Context: an optimization exercise on an open-source flow, tuned for small area and a short achievable clock period. The choices shown serve that exercise and are no tape-out recipe.
Function was checked by simulation only, so behaviour that the tests miss may differ from the original.

===== flow/run.sh =====
#!/bin/bash
# synth_recipe.tcl (not shown) runs the flow's synth.tcl, then flattens the netlist and writes it again
# the make line also repeats each setting of config.mk as NAME=value (left out here)
make -C /OpenROAD-flow-scripts/flow DESIGN_CONFIG=/design/flow/config.mk WORK_HOME=/design/flow/orfs CLKGATE_MAP_FILE= SYNTH_SCRIPT=/design/flow/synth_recipe.tcl finish

===== flow/design.v =====
package core_pkg;
  localparam int chan_w   = 8;
  localparam int rgb_w    = 24;
  localparam int bridge_w = 32;
  localparam int rtc_w    = 65;
  localparam logic [bridge_w-1:0] addr_reset_pulse   = 32'h0000_0050;
  localparam logic [bridge_w-1:0] addr_deadzone      = 32'h0000_010C;
  localparam logic [bridge_w-1:0] addr_square_pixels = 32'h0000_0200;
  localparam logic [bridge_w-1:0] addr_color_corr    = 32'h0000_0208;
  localparam logic [chan_w-1:0] stick_center = 8'd128;
  localparam logic [chan_w-1:0] percent_full = 8'd100;
  localparam logic [9:0] gain_r = 10'd234;
  localparam logic [9:0] gain_g = 10'd258;
  localparam logic [9:0] gain_b = 10'd304;
  typedef struct packed {
    logic [chan_w-1:0] r;
    logic [chan_w-1:0] g;
    logic [chan_w-1:0] b;
  } pixel_view_t;
  typedef struct packed {
    logic [8:0]  pad_hi;
    logic        slot_interlace_odd;
    logic        slot_square;
    logic [12:0] pad_lo;
  } slot_view_t;
  typedef union packed {
    pixel_view_t pixel;
    slot_view_t  slot;
  } video_word_u;
endpackage
module core_settings_regs #(
  parameter int reset_pulse_cycles = 1048576
) (
  input  logic                          clk_74a,
  input  logic                          pll_core_locked,
  input  logic                          bridge_wr,
  input  logic [core_pkg::bridge_w-1:0] bridge_addr,
  input  logic [core_pkg::bridge_w-1:0] bridge_wr_data,
  output logic                          core_reset,
  output logic [core_pkg::chan_w-1:0]   deadzone,
  output logic [core_pkg::chan_w-1:0]   color_corr,
  output logic                          square_pixels
);
  localparam int cnt_w = $clog2(reset_pulse_cycles + 1);
  logic [cnt_w-1:0] pulse_count;
  always_ff @(posedge clk_74a or negedge pll_core_locked) begin
    if (!pll_core_locked) begin
      pulse_count <= '0;
    end else begin
      if (pulse_count != '0) begin
        pulse_count <= pulse_count - cnt_w'(1);
      end
      if (bridge_wr && bridge_addr == core_pkg::addr_reset_pulse) begin
        pulse_count <= cnt_w'(reset_pulse_cycles);
      end
    end
  end
  assign core_reset = !pll_core_locked || (pulse_count != '0);
  always_ff @(posedge clk_74a or negedge pll_core_locked) begin
    if (!pll_core_locked) begin
      deadzone      <= '0;
      color_corr    <= '0;
      square_pixels <= 1'b0;
    end else if (bridge_wr) begin
      case (bridge_addr)
        core_pkg::addr_deadzone: begin
          deadzone <= bridge_wr_data[core_pkg::chan_w-1:0];
        end
        core_pkg::addr_color_corr: begin
          color_corr <= bridge_wr_data[core_pkg::chan_w-1:0];
        end
        core_pkg::addr_square_pixels: begin
          square_pixels <= bridge_wr_data[0];
        end
        default: begin
        end
      endcase
    end
  end
endmodule
module stick_deadzone (
  input  logic                        clk_74a,
  input  logic                        pll_core_locked,
  input  logic [core_pkg::chan_w-1:0] joy_x,
  input  logic [core_pkg::chan_w-1:0] joy_y,
  input  logic [core_pkg::chan_w-1:0] deadzone,
  output logic [core_pkg::chan_w-1:0] stick_x,
  output logic [core_pkg::chan_w-1:0] stick_y
);
  logic [core_pkg::chan_w-1:0] dist_x;
  logic [core_pkg::chan_w-1:0] dist_y;
  logic [core_pkg::chan_w:0]   dist_total;
  logic                        outside;
  function automatic logic [core_pkg::chan_w-1:0] axis_dist(
    input logic [core_pkg::chan_w-1:0] axis
  );
    if (axis[7]) begin
      axis_dist = {1'b0, axis[6:0]};
    end else begin
      axis_dist = 8'd128 - {1'b0, axis[6:0]};
    end
  endfunction
  assign dist_x     = axis_dist(joy_x);
  assign dist_y     = axis_dist(joy_y);
  assign dist_total = {1'b0, dist_x} + {1'b0, dist_y};
  assign outside    = dist_total > {1'b0, deadzone};
  always_ff @(posedge clk_74a or negedge pll_core_locked) begin
    if (!pll_core_locked) begin
      stick_x <= core_pkg::stick_center;
      stick_y <= core_pkg::stick_center;
    end else begin
      stick_x <= outside ? joy_x : core_pkg::stick_center;
      stick_y <= outside ? joy_y : core_pkg::stick_center;
    end
  end
endmodule
module color_correct (
  input  logic                        clk_74a,
  input  logic                        pll_core_locked,
  input  logic [core_pkg::rgb_w-1:0]  rgb_in,
  input  logic                        de_in,
  input  logic                        vs_in,
  input  logic [core_pkg::chan_w-1:0] snap_index,
  input  logic [core_pkg::chan_w-1:0] color_corr,
  input  logic                        square_pixels,
  output core_pkg::video_word_u       video_rgb,
  output logic                        video_de
);
  logic [15:0]                 cc_wide;
  logic [core_pkg::chan_w-1:0] cc;
  logic                        prev_de;
  logic                        prev_vs;
  logic [core_pkg::chan_w-1:0] latched_snap;
  core_pkg::video_word_u       pix_word;
  core_pkg::video_word_u       slot_word;
  function automatic logic [7:0] blend(
    input logic [7:0] c,
    input logic [9:0] gain,
    input logic [7:0] strength
  );
    logic [15:0] keep_term;
    logic [9:0]  scaled;
    logic [17:0] gain_term;
    logic [18:0] sum;
    logic [10:0] result;
    keep_term = 16'(c) * (16'd255 - 16'(strength));
    scaled    = 10'((18'(c) * 18'(gain)) >> 8);
    gain_term = 18'(scaled) * 18'(strength);
    sum       = 19'(keep_term) + 19'(gain_term);
    result    = sum[18:8];
    blend = (result > 11'd255) ? 8'd255 : result[7:0];
  endfunction
  assign cc_wide = (16'(color_corr) * 16'd255) / 16'(core_pkg::percent_full);
  assign cc      = (cc_wide > 16'd255) ? 8'd255 : cc_wide[7:0];
  always_comb begin
    pix_word.pixel.r = blend(rgb_in[23:16], core_pkg::gain_r, cc);
    pix_word.pixel.g = blend(rgb_in[15:8], core_pkg::gain_g, cc);
    pix_word.pixel.b = blend(rgb_in[7:0], core_pkg::gain_b, cc);
  end
  always_comb begin
    slot_word.slot.pad_hi             = '0;
    slot_word.slot.slot_interlace_odd = ~latched_snap[0];
    slot_word.slot.slot_square        = square_pixels;
    slot_word.slot.pad_lo             = '0;
  end
  always_ff @(posedge clk_74a or negedge pll_core_locked) begin
    if (!pll_core_locked) begin
      prev_de      <= 1'b0;
      prev_vs      <= 1'b0;
      latched_snap <= '0;
      video_de     <= 1'b0;
      video_rgb    <= '0;
    end else begin
      prev_de  <= de_in;
      prev_vs  <= vs_in;
      video_de <= de_in;
      if (vs_in && !prev_vs) begin
        latched_snap <= snap_index;
      end
      if (de_in) begin
        video_rgb <= pix_word;
      end else if (prev_de) begin
        video_rgb <= slot_word;
      end
    end
  end
endmodule
module rtc_packer (
  input  logic                          clk_74a,
  input  logic                          pll_core_locked,
  input  logic [core_pkg::bridge_w-1:0] rtc_date,
  input  logic [core_pkg::bridge_w-1:0] rtc_time,
  output logic [core_pkg::rtc_w-1:0]    rtc_word
);
  logic [core_pkg::bridge_w-1:0] prev_time;
  logic                          rtc_changed;
  always_ff @(posedge clk_74a or negedge pll_core_locked) begin
    if (!pll_core_locked) begin
      prev_time   <= '0;
      rtc_changed <= 1'b0;
    end else if (rtc_time != prev_time) begin
      prev_time   <= rtc_time;
      rtc_changed <= ~rtc_changed;
    end
  end
  assign rtc_word = {
    rtc_changed,
    8'h00,
    8'h01,
    rtc_date[23:16],
    rtc_date[15:8],
    rtc_date[7:0],
    rtc_time[23:16],
    rtc_time[15:8],
    rtc_time[7:0]
  };
endmodule
module core_top #(
  parameter int reset_pulse_cycles = 1048576
) (
  input  logic                          clk_74a,
  input  logic                          pll_core_locked,
  input  logic [core_pkg::bridge_w-1:0] bridge_addr,
  input  logic                          bridge_wr,
  input  logic [core_pkg::bridge_w-1:0] bridge_wr_data,
  input  logic [31:0]                   cont1_joy,
  input  logic [core_pkg::bridge_w-1:0] rtc_date,
  input  logic [core_pkg::bridge_w-1:0] rtc_time,
  input  logic [core_pkg::rgb_w-1:0]    rgb_in,
  input  logic                          de_in,
  input  logic                          vs_in,
  input  logic [core_pkg::chan_w-1:0]   snap_index,
  output logic                          core_reset,
  output logic [core_pkg::chan_w-1:0]   stick_x,
  output logic [core_pkg::chan_w-1:0]   stick_y,
  output logic [23:0]                   video_rgb,
  output logic                          video_de,
  output logic [core_pkg::rtc_w-1:0]    rtc_word
);
  logic [core_pkg::chan_w-1:0] deadzone;
  logic [core_pkg::chan_w-1:0] color_corr;
  logic                        square_pixels;
  core_settings_regs #(
    .reset_pulse_cycles(reset_pulse_cycles)
  ) i_settings (
    .clk_74a        (clk_74a),
    .pll_core_locked(pll_core_locked),
    .bridge_wr      (bridge_wr),
    .bridge_addr    (bridge_addr),
    .bridge_wr_data (bridge_wr_data),
    .core_reset     (core_reset),
    .deadzone       (deadzone),
    .color_corr     (color_corr),
    .square_pixels  (square_pixels)
  );
  stick_deadzone i_stick (
    .clk_74a        (clk_74a),
    .pll_core_locked(pll_core_locked),
    .joy_x          (cont1_joy[7:0]),
    .joy_y          (cont1_joy[15:8]),
    .deadzone       (deadzone),
    .stick_x        (stick_x),
    .stick_y        (stick_y)
  );
  color_correct i_color (
    .clk_74a        (clk_74a),
    .pll_core_locked(pll_core_locked),
    .rgb_in         (rgb_in),
    .de_in          (de_in),
    .vs_in          (vs_in),
    .snap_index     (snap_index),
    .color_corr     (color_corr),
    .square_pixels  (square_pixels),
    .video_rgb      (video_rgb),
    .video_de       (video_de)
  );
  rtc_packer i_rtc (
    .clk_74a        (clk_74a),
    .pll_core_locked(pll_core_locked),
    .rtc_date       (rtc_date),
    .rtc_time       (rtc_time),
    .rtc_word       (rtc_word)
  );
endmodule

===== flow/config.mk =====
export PLATFORM = sky130hd
export DESIGN_NAME = core_top
export DESIGN_NICKNAME = core_top
export VERILOG_FILES = /design/flow/design.v
export SDC_FILE = /design/flow/constraint.sdc
export NUM_CORES = 4
export LEC_CHECK = 0
export CAP_MARGIN = 20
export CORE_MARGIN = 2
export CORE_UTILIZATION = 40
export SLEW_MARGIN = 20

===== flow/constraint.sdc =====
create_clock -name core_clock -period 18.0 [get_ports {clk_74a}]
set_input_delay 3.6000 -clock core_clock [delete_from_list [all_inputs] [get_ports {clk_74a}]]
set_output_delay 3.6000 -clock core_clock [all_outputs]
set_load 0.01 [all_outputs]

==> out/metrics.cfg, run 1 <==
[place]
port_buffers = 184
dp_hpwl_mm = 50.2
place.gp.congestion = 0.856

[timing]
hold_viol_final = 0
fin_crit_sh = 0.964
setup_violations = 0
fmaxAchievable_ghz = 0.0576
relSlewSlack = 0.346
setup_tns_ps = 0
tightestPinTransition_ps = 981
final-max-slew-violation-count = 0
clock_skew_ps = 12.0
period_needed_ps = 17350

[clock_tree]
tritoncts = yes
cts_made_buffers = 17
clk_pin_slew_ps = 70
root_buffer = clkbuf_16
htreeDepth = 4
clkSinkCount = 114
clock_path_buffers = 2
clock_latency_ps = 430
hold_buffers = 0

[synthesis]
synth_ff_type = dfrtp_1
synthesis.instances = 2752
ys_seq_area_frac = 0.117
synth_compound_area_frac = 0.119
yosys_register_bits = 114
synth_area_per_cell_sq_um = 8.84
synth_top_family_by_area = adder cells
synth_common_cells = inv_1, ha_1, fa_1
ys_warn_count = 4
netlist_area_sq_mm = 0.0243
synth.distinct_cells = 98
synthXorXnorAreaFrac = 0.0566
synth-edff-count = 0
synthTopCellsByArea = fa_1, ha_1, dfrtp_1
synth_simple_gate_area_frac = 0.153
synth_top_area_frac = 0.261
synth_area_leader_cell = fa_1
async_flop_share = 1.00
yosysMostFrequentCell = inv_1
synthAdderAreaFrac = 0.430
synth_mux_area_frac = 0.00643

[setup_path]
cp_common_cell = fa_1
cp.arrival_ps = 17670
criticalPathCategory = reg2reg
crit_slowest_cell = or4b_2
crit_fanout = 15
max_stage_delay_ps = 670
critPathLaunchType = flop
worst_ep_required_time_ps = 18330
endpoint_kind = flop

[grt]
track_usage = 0.203
grt_pass1_wl_mm = 104
grt_pass1_vias = 20300
grt_start_max_net_pins = 65
antenna_found_initial = 3
overflow = 0

[floorplan]
core_sq_mm = 0.0602
core.rowCount = 90
die_w_um = 251
die-height_um = 251
initial_utilization = 0.404
die-area_sq_mm = 0.0628
io-pin-count = 304

[routing]
via_count = 19200
drt_first_iter_violations = 1044
vias_per_cell = 5.18
drc = 0
ant_nets = 0
post_drt_wl_per_cell_um = 16.8
routed_wl_mm = 62.3
drt_first_pass_iters = 5

[run_status]
status = timing/DRC/antenna clean

[flow_run]
drv_cap = 0

[layout]
area_growth_syn_to_layout_pct = 15.1
nets = 3743
final_util = 0.465
drive_gt1_frac = 0.0854

[min_path]
hp-class = reg2reg

==> registers in the layout, summed over array words and instances, names as in the netlist <==
register                  count
i_color.video_rgb            24
i_color.prev_de               1
i_color.latched_snap          1
i_rtc.prev_time              32
i_settings.deadzone           8
i_stick.stick_x               8
i_settings.color_corr         8
i_color.prev_vs               1
i_settings.square_pixels      1
i_settings.pulse_count       21
i_rtc.rtc_changed             1
i_stick.stick_y               8
==> per-stage QoR <==
step	hold slack [ps]	std cells	setup WS, ps	area (sq um)
floorplan	448	2766	1580	24400
global placement	463	3642	178	27000
detailed placement	463	3642	147	27000
CTS	475	3674	100	27600
global route	502	3698	-112	28000
finish	472	3698	653	28000
==> repair_timing <==
item	4_1_cts	5_1_grt
endpoints found under the setup margin	0	24
endpoints found under the hold margin	0	0
gates resized for setup	0	47
buffers inserted	0	21
==> cell usage in the layout (no fill, tap or decap), drive strengths merged, types with 54 or more instances in the layout <==
| cell type | count |
|---|---|
| inv | 498 |
| ha | 328 |
| fa | 317 |
| nand2 | 198 |
| nor2 | 187 |
| clkdlybuf4s50 | 183 |
| buf | 113 |
| dfrtp | 112 |
| a21oi | 103 |
| xnor2 | 81 |
| xor2 | 73 |
| and2 | 64 |
| o21ai | 54 |
==> cell families after synthesis <==
group                      Yosys count
xor gates and xnor gates           155
DFF                                114
other                                2
AOI/OAI and AO/OA                  404
muxes                               14
adders and majority gates          646
buffers and inverters              678
and+or+nand+nor                    739
==> per-layer routing <==
| layer | track usage | share of wire |
|---|---|---|
| met1 | 0.270 | 0.45 |
| met2 | 0.343 | 0.48 |
| met3 | 0.0309 | 0.051 |
| met4 | 0.0601 | 0.024 |
| met5 | 0 | 0.00021 |
==> final timing paths <==
| kind | start | slack (ps) | endpoint | cells after the start |
|---|---|---|---|---|
| setup reg to reg | i_settings.color_corr[1] | 650 | i_color.video_rgb[23] | 62 |
| setup / recovery | i_settings.color_corr[1] | 650 | i_color.video_rgb[23] | 62 |
| min in group asynchronous | pll_core_locked | 3210 | i_settings.pulse_count[4] | 1 |
| hold / removal | i_rtc.rtc_changed | 470 | i_rtc.rtc_changed | 1 |
| max in group asynchronous | pll_core_locked | 13430 | i_settings.color_corr[3] | 2 |
| hold reg to reg | i_rtc.rtc_changed | 470 | i_rtc.rtc_changed | 1 |
==> critical path: cells and delay by family, from the launching register on <==
| family | cells | cell delay, ps |
|---|---|---|
| adders and majority gates | 15 | 7000 |
| xor gates and xnor gates | 1 | 200 |
| buffers and inverters | 11 | 1310 |
| and+or+nand+nor | 9 | 2610 |
| AOI/OAI and AO/OA | 25 | 5390 |
| DFF | 1 | 470 |
| muxes | 1 | 210 |
==> final cells by class <==
type                    count  area [sq um]
well taps                 782           978
inverters                 497          1870
diodes                      2          5.00
multi-input cells        1975         18900
clock inverters            11           153
clock buffers              21           460
flip-flops and latches    114          2860
fillers                  5683         32200
repair buffers            296          2750
==> inputs of run 2 (changes only) <==
--- a/flow/design.v
+++ b/flow/design.v
@@ -38,11 +38,13 @@
   input  logic [core_pkg::bridge_w-1:0] bridge_wr_data,
   output logic                          core_reset,
   output logic [core_pkg::chan_w-1:0]   deadzone,
-  output logic [core_pkg::chan_w-1:0]   color_corr,
+  output logic [core_pkg::chan_w-1:0]   strength,
   output logic                          square_pixels
 );
   localparam int cnt_w = $clog2(reset_pulse_cycles + 1);
   logic [cnt_w-1:0] pulse_count;
+  logic [19:0]      strength_wide;
+  logic [7:0]       strength_next;
   always_ff @(posedge clk_74a or negedge pll_core_locked) begin
     if (!pll_core_locked) begin
       pulse_count <= '0;
@@ -56,10 +58,12 @@
     end
   end
   assign core_reset = !pll_core_locked || (pulse_count != '0);
+  assign strength_wide = 20'(bridge_wr_data[6:0]) * 20'd5223;
+  assign strength_next = (bridge_wr_data[7:0] >= 8'd100) ? 8'd255 : strength_wide[18:11];
   always_ff @(posedge clk_74a or negedge pll_core_locked) begin
     if (!pll_core_locked) begin
       deadzone      <= '0;
-      color_corr    <= '0;
+      strength      <= '0;
       square_pixels <= 1'b0;
     end else if (bridge_wr) begin
       case (bridge_addr)
@@ -67,7 +71,7 @@
           deadzone <= bridge_wr_data[core_pkg::chan_w-1:0];
         end
         core_pkg::addr_color_corr: begin
-          color_corr <= bridge_wr_data[core_pkg::chan_w-1:0];
+          strength <= strength_next;
         end
         core_pkg::addr_square_pixels: begin
           square_pixels <= bridge_wr_data[0];
@@ -121,65 +125,64 @@
   input  logic                        de_in,
   input  logic                        vs_in,
   input  logic [core_pkg::chan_w-1:0] snap_index,
-  input  logic [core_pkg::chan_w-1:0] color_corr,
+  input  logic [core_pkg::chan_w-1:0] strength,
   input  logic                        square_pixels,
   output core_pkg::video_word_u       video_rgb,
   output logic                        video_de
 );
-  logic [15:0]                 cc_wide;
-  logic [core_pkg::chan_w-1:0] cc;
-  logic                        prev_de;
-  logic                        prev_vs;
-  logic [core_pkg::chan_w-1:0] latched_snap;
-  core_pkg::video_word_u       pix_word;
-  core_pkg::video_word_u       slot_word;
-  function automatic logic [7:0] blend(
-    input logic [7:0] c,
-    input logic [9:0] gain,
-    input logic [7:0] strength
-  );
-    logic [15:0] keep_term;
-    logic [9:0]  scaled;
-    logic [17:0] gain_term;
-    logic [18:0] sum;
-    logic [10:0] result;
-    keep_term = 16'(c) * (16'd255 - 16'(strength));
-    scaled    = 10'((18'(c) * 18'(gain)) >> 8);
-    gain_term = 18'(scaled) * 18'(strength);
-    sum       = 19'(keep_term) + 19'(gain_term);
-    result    = sum[18:8];
-    blend = (result > 11'd255) ? 8'd255 : result[7:0];
-  endfunction
-  assign cc_wide = (16'(color_corr) * 16'd255) / 16'(core_pkg::percent_full);
-  assign cc      = (cc_wide > 16'd255) ? 8'd255 : cc_wide[7:0];
+  logic                  prev_vs;
+  logic                  snap_even;
+  core_pkg::video_word_u pix_word;
+  core_pkg::video_word_u slot_word;
+  function automatic logic [7:0] blend_r(input logic [7:0] c, input logic [7:0] s);
+    logic [12:0] c22;
+    logic [4:0]  e;
+    logic [15:0] sum;
+    c22 = 13'(c) * 13'd22;
+    e   = 5'((c22 + 13'd255) >> 8);
+    sum = {c, 8'd0} - 16'(c) - 16'(s) * 16'(e);
+    blend_r = sum[15:8];
+  endfunction
+  function automatic logic [7:0] blend_g(input logic [7:0] c, input logic [7:0] s);
+    logic [7:0] x;
+    x = c[7] ? s : 8'd0;
+    blend_g = c - 8'(x < c);
+  endfunction
+  function automatic logic [7:0] blend_b(input logic [7:0] c, input logic [7:0] s);
+    logic [9:0]  c3;
+    logic [5:0]  d;
+    logic [16:0] sum;
+    c3  = 10'(c) * 10'd3;
+    d   = c3[9:4];
+    sum = {1'b0, c, 8'd0} - 17'(c) + 17'(s) * 17'(d);
+    blend_b = sum[16] ? 8'd255 : sum[15:8];
+  endfunction
   always_comb begin
-    pix_word.pixel.r = blend(rgb_in[23:16], core_pkg::gain_r, cc);
-    pix_word.pixel.g = blend(rgb_in[15:8], core_pkg::gain_g, cc);
-    pix_word.pixel.b = blend(rgb_in[7:0], core_pkg::gain_b, cc);
+    pix_word.pixel.r = blend_r(rgb_in[23:16], strength);
+    pix_word.pixel.g = blend_g(rgb_in[15:8], strength);
+    pix_word.pixel.b = blend_b(rgb_in[7:0], strength);
   end
   always_comb begin
     slot_word.slot.pad_hi             = '0;
-    slot_word.slot.slot_interlace_odd = ~latched_snap[0];
+    slot_word.slot.slot_interlace_odd = snap_even;
     slot_word.slot.slot_square        = square_pixels;
     slot_word.slot.pad_lo             = '0;
   end
   always_ff @(posedge clk_74a or negedge pll_core_locked) begin
     if (!pll_core_locked) begin
-      prev_de      <= 1'b0;
-      prev_vs      <= 1'b0;
-      latched_snap <= '0;
-      video_de     <= 1'b0;
-      video_rgb    <= '0;
-    end else begin
-      prev_de  <= de_in;
+      prev_vs   <= 1'b0;
+      snap_even <= 1'b1;
+      video_de  <= 1'b0;
+      video_rgb <= '0;
+    end else begin
       prev_vs  <= vs_in;
       video_de <= de_in;
       if (vs_in && !prev_vs) begin
-        latched_snap <= snap_index;
+        snap_even <= ~snap_index[0];
       end
       if (de_in) begin
         video_rgb <= pix_word;
-      end else if (prev_de) begin
+      end else if (video_de) begin
         video_rgb <= slot_word;
       end
     end
@@ -198,9 +201,9 @@
     if (!pll_core_locked) begin
       prev_time   <= '0;
       rtc_changed <= 1'b0;
-    end else if (rtc_time != prev_time) begin
+    end else begin
       prev_time   <= rtc_time;
-      rtc_changed <= ~rtc_changed;
+      rtc_changed <= rtc_changed ^ (rtc_time != prev_time);
     end
   end
   assign rtc_word = {
@@ -238,7 +241,7 @@
   output logic [core_pkg::rtc_w-1:0]    rtc_word
 );
   logic [core_pkg::chan_w-1:0] deadzone;
-  logic [core_pkg::chan_w-1:0] color_corr;
+  logic [core_pkg::chan_w-1:0] strength;
   logic                        square_pixels;
   core_settings_regs #(
     .reset_pulse_cycles(reset_pulse_cycles)
@@ -250,7 +253,7 @@
     .bridge_wr_data (bridge_wr_data),
     .core_reset     (core_reset),
     .deadzone       (deadzone),
-    .color_corr     (color_corr),
+    .strength       (strength),
     .square_pixels  (square_pixels)
   );
   stick_deadzone i_stick (
@@ -269,7 +272,7 @@
     .de_in          (de_in),
     .vs_in          (vs_in),
     .snap_index     (snap_index),
-    .color_corr     (color_corr),
+    .strength       (strength),
     .square_pixels  (square_pixels),
     .video_rgb      (video_rgb),
     .video_de       (video_de)
==> flow/flow/run.sh (new file) <==
#!/bin/bash
# Standard layout, but with the smallest buffer on the ports instead of the
# delay buffer buffer_ports picks by itself.
set -o pipefail
export BUFFER_PORTS_ARGS="-buffer_cell sky130_fd_sc_hd__buf_1"
bash standard.sh 2>&1 | tee standard.log
==> flow/standard.sh (new file) <==
#!/bin/bash
# synth_recipe.tcl (not shown) runs the flow's synth.tcl, then flattens the netlist and writes it again
# the make line also repeats each setting of config.mk as NAME=value (left out here)
make -C /OpenROAD-flow-scripts/flow DESIGN_CONFIG=/design/flow/config.mk WORK_HOME=/design/flow/orfs CLKGATE_MAP_FILE= SYNTH_SCRIPT=/design/flow/synth_recipe.tcl "${@:-finish}"
removed: flow/run.sh
==> run 2 against run 1 <==
Against the previous run: still clean on timing, DRC and antenna; clock skew shrank 0.58 ps; via count decreased by 52%; worst hold slack better by 5.3 ps; critical path type is now in2reg.
==> out/metrics.cfg, run 2 <==
[run_status]
status = timing/DRC/antenna clean  ; unchanged

[layout]
diodes = 0  ; was 2
drive_gt1_frac = 0.0413  ; was 0.0854
nets = 1924  ; was 3,743
reg_top3 = i_rtc.prev_time (32), i_color.video_rgb (24), i_settings.pulse_count (21)  ; unchanged
area_growth_syn_to_layout_pct = 11.1  ; was 15.1%
final_common_cell = ha_1  ; was inv_1
top_register = i_rtc.prev_time  ; unchanged
layout_common_cells = ha_1, inv_1, buf_1  ; was inv_1, ha_1, fa_1
largest_reg_flops = 32  ; unchanged
stdcell_count = 1867  ; was 3,698

[clock_tree]
hold_buffers = 0  ; unchanged
clock_latency_ps = 430  ; about the same
clk_pin_slew_ps = 50  ; was 70 ps
root_buffer = clkbuf_16  ; unchanged
clkSinkCount = 114  ; unchanged
cts_made_buffers = 17  ; unchanged
postCtsSetupRepairBufs = 0  ; unchanged
tritoncts = yes  ; unchanged
cts_resized = 0  ; unchanged
clock_path_buffers = 2  ; unchanged
htreeDepth = 4  ; unchanged

[routing]
wl_met1_mm = 12.4  ; was 27.7 mm
post_drt_wl_per_cell_um = 13.9  ; was 16.8 um
drt_first_iter_violations = 340  ; was 1,044
vias_per_cell = 4.91  ; was 5.18
top_layer = met4  ; was met5
routed_wl_mm = 26.0  ; was 62.3 mm
routed-wl-met3_um = 800  ; was 3.19 mm
via_count = 9175  ; was 19.2k
drc = 0  ; unchanged
wl_met2_mm = 12.5  ; was 29.9 mm
ant_nets = 0  ; unchanged
drt_first_pass_iters = 4  ; was 5

[synthesis]
synth_compound_area_frac = 0.118  ; was 0.119
ys_warn_count = 4  ; unchanged
async_flop_share = 1.00  ; unchanged
synth_common_cells = ha_1, inv_1, dfrtp_1  ; was inv_1, ha_1, fa_1
synth-edff-count = 0  ; unchanged
synthesis.instances = 1333  ; was 2,752
synth_simple_gate_area_frac = 0.143  ; was 0.153
synth_top_area_frac = 0.230  ; was 0.261
synthXorXnorAreaFrac = 0.0778  ; was 0.0566
synth_area_per_cell_sq_um = 9.04  ; was 8.84 sq um
synth_mux_area_frac = 0.00529  ; was 0.00643
yosysMostFrequentCell = ha_1  ; was inv_1
ys_seq_area_frac = 0.237  ; was 0.117
synthTopCellsByArea = dfrtp_1, ha_1, fa_1  ; was fa_1, ha_1, dfrtp_1
synthAdderAreaFrac = 0.310  ; was 0.430
synth_area_leader_cell = dfrtp_1  ; was fa_1
synth_ff_type = dfrtp_1  ; unchanged
netlist_area_sq_mm = 0.0121  ; was 0.0243 sq mm
synth.distinct_cells = 68  ; was 98
synth_top_family_by_area = adder cells  ; unchanged
yosys_register_bits = 114  ; unchanged

[timing]
tightestPinTransition_ps = 998  ; was 981 ps
fin_crit_sh = 0.677  ; was 0.964
relSlewSlack = 0.329  ; was 0.346
rsz0062_at_grt = no
period_needed_ps = 12180  ; was 17,350 ps
setup_violations = 0  ; unchanged
clock_skew_ps = 11.4  ; was 12.0 ps
fmaxAchievable_ghz = 0.0821  ; was 0.0576 GHz
final-max-slew-violation-count = 0  ; unchanged
setup_tns_ps = 0  ; unchanged
hold_viol_final = 0  ; unchanged

[place]
place_inst = 1835  ; was 3,642
place.gp.congestion = 0.837  ; was 0.856
port_buffers = 184  ; unchanged
dp_hpwl_mm = 21.0  ; was 50.2 mm

[setup_path]
critPathLaunchType = input port  ; was flop
crit_slowest_cell = o31ai_1  ; was or4b_2
r2r_end = i_color.video_rgb[0]  ; was i_color.video_rgb[23]
critPathTopFamily = adder cells  ; unchanged
endpoint_kind = flop  ; unchanged
crit_fanout = 8  ; was 15
criticalPathCategory = in2reg  ; was reg2reg
cp.arrival_ps = 12490  ; was 17,670 ps
crit_path_end = i_color.video_rgb[22]  ; was i_color.video_rgb[23]
max_stage_delay_ps = 630  ; was 670 ps
worst-path-stages = 33  ; was 62
crit_start = rgb_in[17]  ; was i_settings.color_corr[1]
critPathBufInv = 3  ; was 11
r2r_start = i_settings.strength[0]  ; was i_settings.color_corr[1]
worst_ep_required_time_ps = 18310  ; was 18,330 ps
rrSetupSlack_ps = 10840  ; was 650 ps
worstRegToRegCells = 25  ; was 62

[min_path]
hp-class = reg2reg  ; unchanged

[grt]
antenna_found_initial = 0  ; was 3
grt_start_max_net_pins = 67  ; was 65
grt_pass1_vias = 8919  ; was 20.3k
grt_pass1_wl_mm = 42.8  ; was 104 mm
track_usage = 0.169  ; was 0.203
overflow = 0  ; unchanged

[floorplan]
core_sq_mm = 0.0296  ; was 0.0602 sq mm
die-height_um = 178  ; was 251 um
io-pin-count = 304  ; unchanged
die_w_um = 178  ; was 251 um
core.rowCount = 63  ; was 90
die-area_sq_mm = 0.0315  ; was 0.0628 sq mm
initial_utilization = 0.407  ; was 0.404

[flow_run]
drv_cap = 0  ; unchanged

[run 2: cell count changes in the layout (fill, tap and decap cells not counted), sizes merged, moves of 26 or more]
cell,previous run,this run
inv,498,190
fa,317,60
clkdlybuf4s50,183,0
nor2,187,56
ha,328,203
nand2,198,95
buf,113,187
and2,64,36
xnor2,81,55
[run 2: cell type report]
class                   count  area, sq um
fillers                  2973        16200
multi-input cells         954         7960
flip-flops and latches    114         2860
repair buffers            188          724
inverters                 189          709
well taps                 390          488
clock buffers              20          457
clock inverters            12          201
[run 2: layer usage]
metal,vias to the layer above,GRT usage
met5,-,0
met2,129,0.277
li1,4641,-
met1,4380,0.231
met4,0,0.0475
met3,25,0.0261
[run 2: logic make-up after synthesis]
group	count (synthesis)
XOR/XNOR	107
adder cells (fa/ha/maj)	263
flip-flops	114
multiplexers	6
AND/OR/NAND/NOR	336
AO/OA/AOI/OAI	226
buffers and inverters	279
other	2
[run 2: metrics by stage]
stage	hold WS [ps]	setup WS (ps)	instance area, sq um	util
floorplan	448	6600	12100	-
global placement	462	5610	12700	0.429
detailed placement	467	5490	12700	0.430
CTS	478	5800	13400	0.452
global route	512	5060	13400	0.452
finish	477	5820	13400	0.452
[run 2: worst min-delay path by stage]
stage | slack [ps] | from | to | depth (start not counted)
floorplan | 450 | i_rtc.rtc_changed | i_rtc.rtc_changed | 1
global route | 510 | i_rtc.rtc_changed | i_rtc.rtc_changed | 1
finish | 480 | i_rtc.rtc_changed | i_rtc.rtc_changed | 1
detailed placement | 470 | i_rtc.rtc_changed | i_rtc.rtc_changed | 1
global placement | 460 | i_rtc.rtc_changed | i_rtc.rtc_changed | 1
CTS | 480 | i_rtc.rtc_changed | i_rtc.rtc_changed | 1
==> inputs of run 3 (changes only) <==
==> flow/run.sh (new file) <==
#!/bin/bash
# synth_recipe.tcl (not shown) runs the flow's synth.tcl, then flattens the netlist and writes it again
# the make line also repeats each setting of config.mk as NAME=value (left out here)
make -C /OpenROAD-flow-scripts/flow DESIGN_CONFIG=/design/flow/config.mk WORK_HOME=/design/flow/orfs CLKGATE_MAP_FILE= SYNTH_SCRIPT=/design/flow/synth_recipe.tcl finish
removed: flow/flow/run.sh
removed: flow/standard.sh
==> run 3 against run 2 <==
Against the previous run: sequential share of layout area down 1.5 points; core utilization rose by 3.4 points; non-clock buffer count unchanged; flip-flop and latch count is the same; clock-buffer cell count shrank 3; die area stayed put; critical endpoint unchanged; highest routed layer unchanged.
==> out/metrics.cfg, run 3 <==
[grt]
grt_pass1_wl_mm = 45.2  ; was 42.8 mm
antenna_found_initial = 0  ; unchanged
overflow = 0  ; unchanged
track_usage = 0.178  ; was 0.169
grt_start_max_net_pins = 67  ; unchanged
grt_pass1_vias = 9156  ; was 8,919

[layout]
reg_top3 = i_rtc.prev_time (32), i_color.video_rgb (24), i_settings.pulse_count (21)  ; unchanged
area_growth_syn_to_layout_pct = 19.5  ; was 11.1%
largest_reg_flops = 32  ; unchanged
layout_common_cells = ha_1, inv_1, clkdlybuf4s50_1  ; was ha_1, inv_1, buf_1
diodes = 0  ; unchanged
drive_gt1_frac = 0.0400  ; was 0.0413
final_common_cell = ha_1  ; unchanged
nets = 1924  ; unchanged
top_register = i_rtc.prev_time  ; unchanged

[routing]
drt_first_iter_violations = 351  ; was 340
vias_per_cell = 4.94  ; was 4.91
drc = 0  ; unchanged
post_drt_wl_per_cell_um = 14.6  ; was 13.9 um
ant_nets = 0  ; unchanged
routed_wl_mm = 27.2  ; was 26.0 mm
via_count = 9223  ; was 9,175
drt_first_pass_iters = 4  ; unchanged

[place]
place.gp.congestion = 0.790  ; was 0.837
dp_hpwl_mm = 21.8  ; was 21.0 mm
pre_cts_slack_ps = 5140  ; was 5490 ps
port_buffers = 184  ; unchanged

[setup_path]
worst_ep_required_time_ps = 18290  ; was 18,310 ps
crit_slowest_cell = o31ai_1  ; unchanged
crit_fanout = 8  ; unchanged
rrSetupSlack_ps = 10940  ; was 10,840 ps
critPathLaunchType = input port  ; unchanged
critPathBufInv = 3  ; unchanged
critPathTopFamily = adder cells  ; unchanged
endpoint_kind = flop  ; unchanged
max_stage_delay_ps = 610  ; was 630 ps
criticalPathCategory = in2reg  ; unchanged
cp.arrival_ps = 12820  ; was 12,490 ps

[floorplan]
initial_utilization = 0.407  ; unchanged
die-area_sq_mm = 0.0315  ; unchanged
core_sq_mm = 0.0296  ; unchanged
die_w_um = 178  ; unchanged
die-height_um = 178  ; unchanged
io-pin-count = 304  ; unchanged
core.rowCount = 63  ; unchanged

[synthesis]
synth_area_leader_cell = dfrtp_1  ; unchanged
synth.distinct_cells = 68  ; unchanged
ys_seq_area_frac = 0.237  ; unchanged
yosys_register_bits = 114  ; unchanged
synth_top_area_frac = 0.230  ; unchanged
async_flop_share = 1.00  ; unchanged
yosysMostFrequentCell = ha_1  ; unchanged
synthesis.instances = 1333  ; unchanged
synth_common_cells = ha_1, inv_1, dfrtp_1  ; unchanged
synth_ff_type = dfrtp_1  ; unchanged
ys_warn_count = 4  ; unchanged
netlist_area_sq_mm = 0.0121  ; unchanged
synth-edff-count = 0  ; unchanged
synthTopCellsByArea = dfrtp_1, ha_1, fa_1  ; unchanged
synth_area_per_cell_sq_um = 9.04  ; unchanged

[clock_tree]
clk_pin_slew_ps = 60  ; was 50 ps
root_buffer = clkbuf_16  ; unchanged
cts_resized = 0  ; unchanged
clock_path_buffers = 2  ; unchanged
clock_latency_ps = 420  ; was 430 ps
clkSinkCount = 114  ; unchanged
hold_buffers = 0  ; unchanged
postCtsSetupRepairBufs = 0  ; unchanged
cts_made_buffers = 17  ; unchanged
tritoncts = yes  ; unchanged
htreeDepth = 4  ; unchanged

[timing]
relSlewSlack = 0.349  ; was 0.329
period_needed_ps = 12520  ; was 12,180 ps
final-max-slew-violation-count = 0  ; unchanged
setup_tns_ps = 0  ; unchanged
fin_crit_sh = 0.696  ; was 0.677
tightestPinTransition_ps = 968  ; was 998 ps
hold_viol_final = 0  ; unchanged
fmaxAchievable_ghz = 0.0799  ; was 0.0821 GHz
setup_violations = 0  ; unchanged
timing.final.ws_setup_ps = 5480  ; was 5820 ps
clock_skew_ps = 15.0  ; was 11.4 ps
rsz0062_at_grt = no  ; unchanged

[run_status]
status = timing/DRC/antenna clean  ; unchanged

[flow_run]
drv_cap = 0  ; unchanged

[min_path]
hp-class = reg2reg  ; unchanged

## run 3: cell count changes in the layout (fill, tap and decap cells not counted), sizes merged
cell,delta
inv,+3
clkinv,+1
buf,-182
clkbuf,-4
clkdlybuf4s50,+183
bufinv,-5
clkinvlp,+3
## run 3: final timing paths
check                      cells past startpoint               endpoint                    from
max                                           33  i_color.video_rgb[22]              rgb_in[17]
min                                            2  i_color.video_rgb[15]   i_color.video_rgb[15]
max reg2reg                                   25   i_color.video_rgb[2]  i_settings.strength[0]
min reg2reg                                    2  i_color.video_rgb[15]   i_color.video_rgb[15]
max in group asynchronous                      2  i_color.video_rgb[21]         pll_core_locked
min in group asynchronous                      1     i_rtc.prev_time[5]         pll_core_locked
## run 3: metrics by stage
stage / cells / hold WS (ps) / utilization / instance area, sq um
4_1_cts: 1866 / 480 / 0.486 / 14400
6_report: 1866 / 483 / 0.486 / 14400
2_1_floorplan: 1347 / 448 / - / 12100
5_1_grt: 1866 / 505 / 0.486 / 14400
3_3_place_gp: 1834 / 462 / 0.468 / 13900
3_5_place_dp: 1835 / 467 / 0.468 / 13900
## run 3: area by class of cell
class | instances | area, sq um
Fill cell | 2879 | 15200
Multi-Input combinational cell | 954 | 7950
Inverter | 189 | 709
Clock buffer | 17 | 425
Sequential cell | 114 | 2860
Clock inverter | 14 | 105
Timing Repair Buffer | 188 | 1870
Tap cell | 390 | 488
## run 3: logic make-up after synthesis
group | after synthesis | share of synthesized area
xor+xnor | 107 | 0.0778
buf+inv | 279 | 0.108
fa+ha+maj | 263 | 0.310
compound gates | 226 | 0.118
other cells | 2 | 0.000623
simple gates | 336 | 0.143
mux | 6 | 0.00529
flops | 114 | 0.237
## run 3: routing by layer
layer,vias to the layer above,share of wire,global-route usage
met5,-,0,0
met4,0,0.0097,0.0372
met3,14,0.027,0.0274
met2,111,0.48,0.292
met1,4438,0.48,0.247
li1,4660,-,-
## run 3: tightest hold or removal path: stages, from the launching register on
cell and delay, ps:
dfrtp_1 340, nand2_1 50, o21ai_0 60

==> re-timing with driven ports <==
No port has a modelled driver above. Below, the same layouts with a new extraction and two added sets of constraints. Step 1 sets driving cells, clkbuf_16 on the clock port and buf_2 on the other inputs (assumed; they add their load-dependent delay and slew). Step 2 also shifts input and output timing later by t, the mid clock arrival at the registers, as if the neighbouring blocks saw the same clock. a / b / c = ideal ports / drivers / drivers and shift; a / b = the first two.
run | t (ns) | setup slack, ns | worst register clock-pin slew, ns
run 1 | 0.473 | 0.653 / 0.653 / 0.653 | 0.07 / 0.07
run 2 | 0.473 | 5.819 / 5.844 / 5.371 | 0.06 / 0.06
run 3 | 0.460 | 5.478 / 5.507 / 5.047 | 0.07 / 0.07
After both steps every run listed still meets setup and hold. For run 2, which loses most, drivers alone change the setup slack by +0.025 ns; drivers and shift together by -0.448 ns.
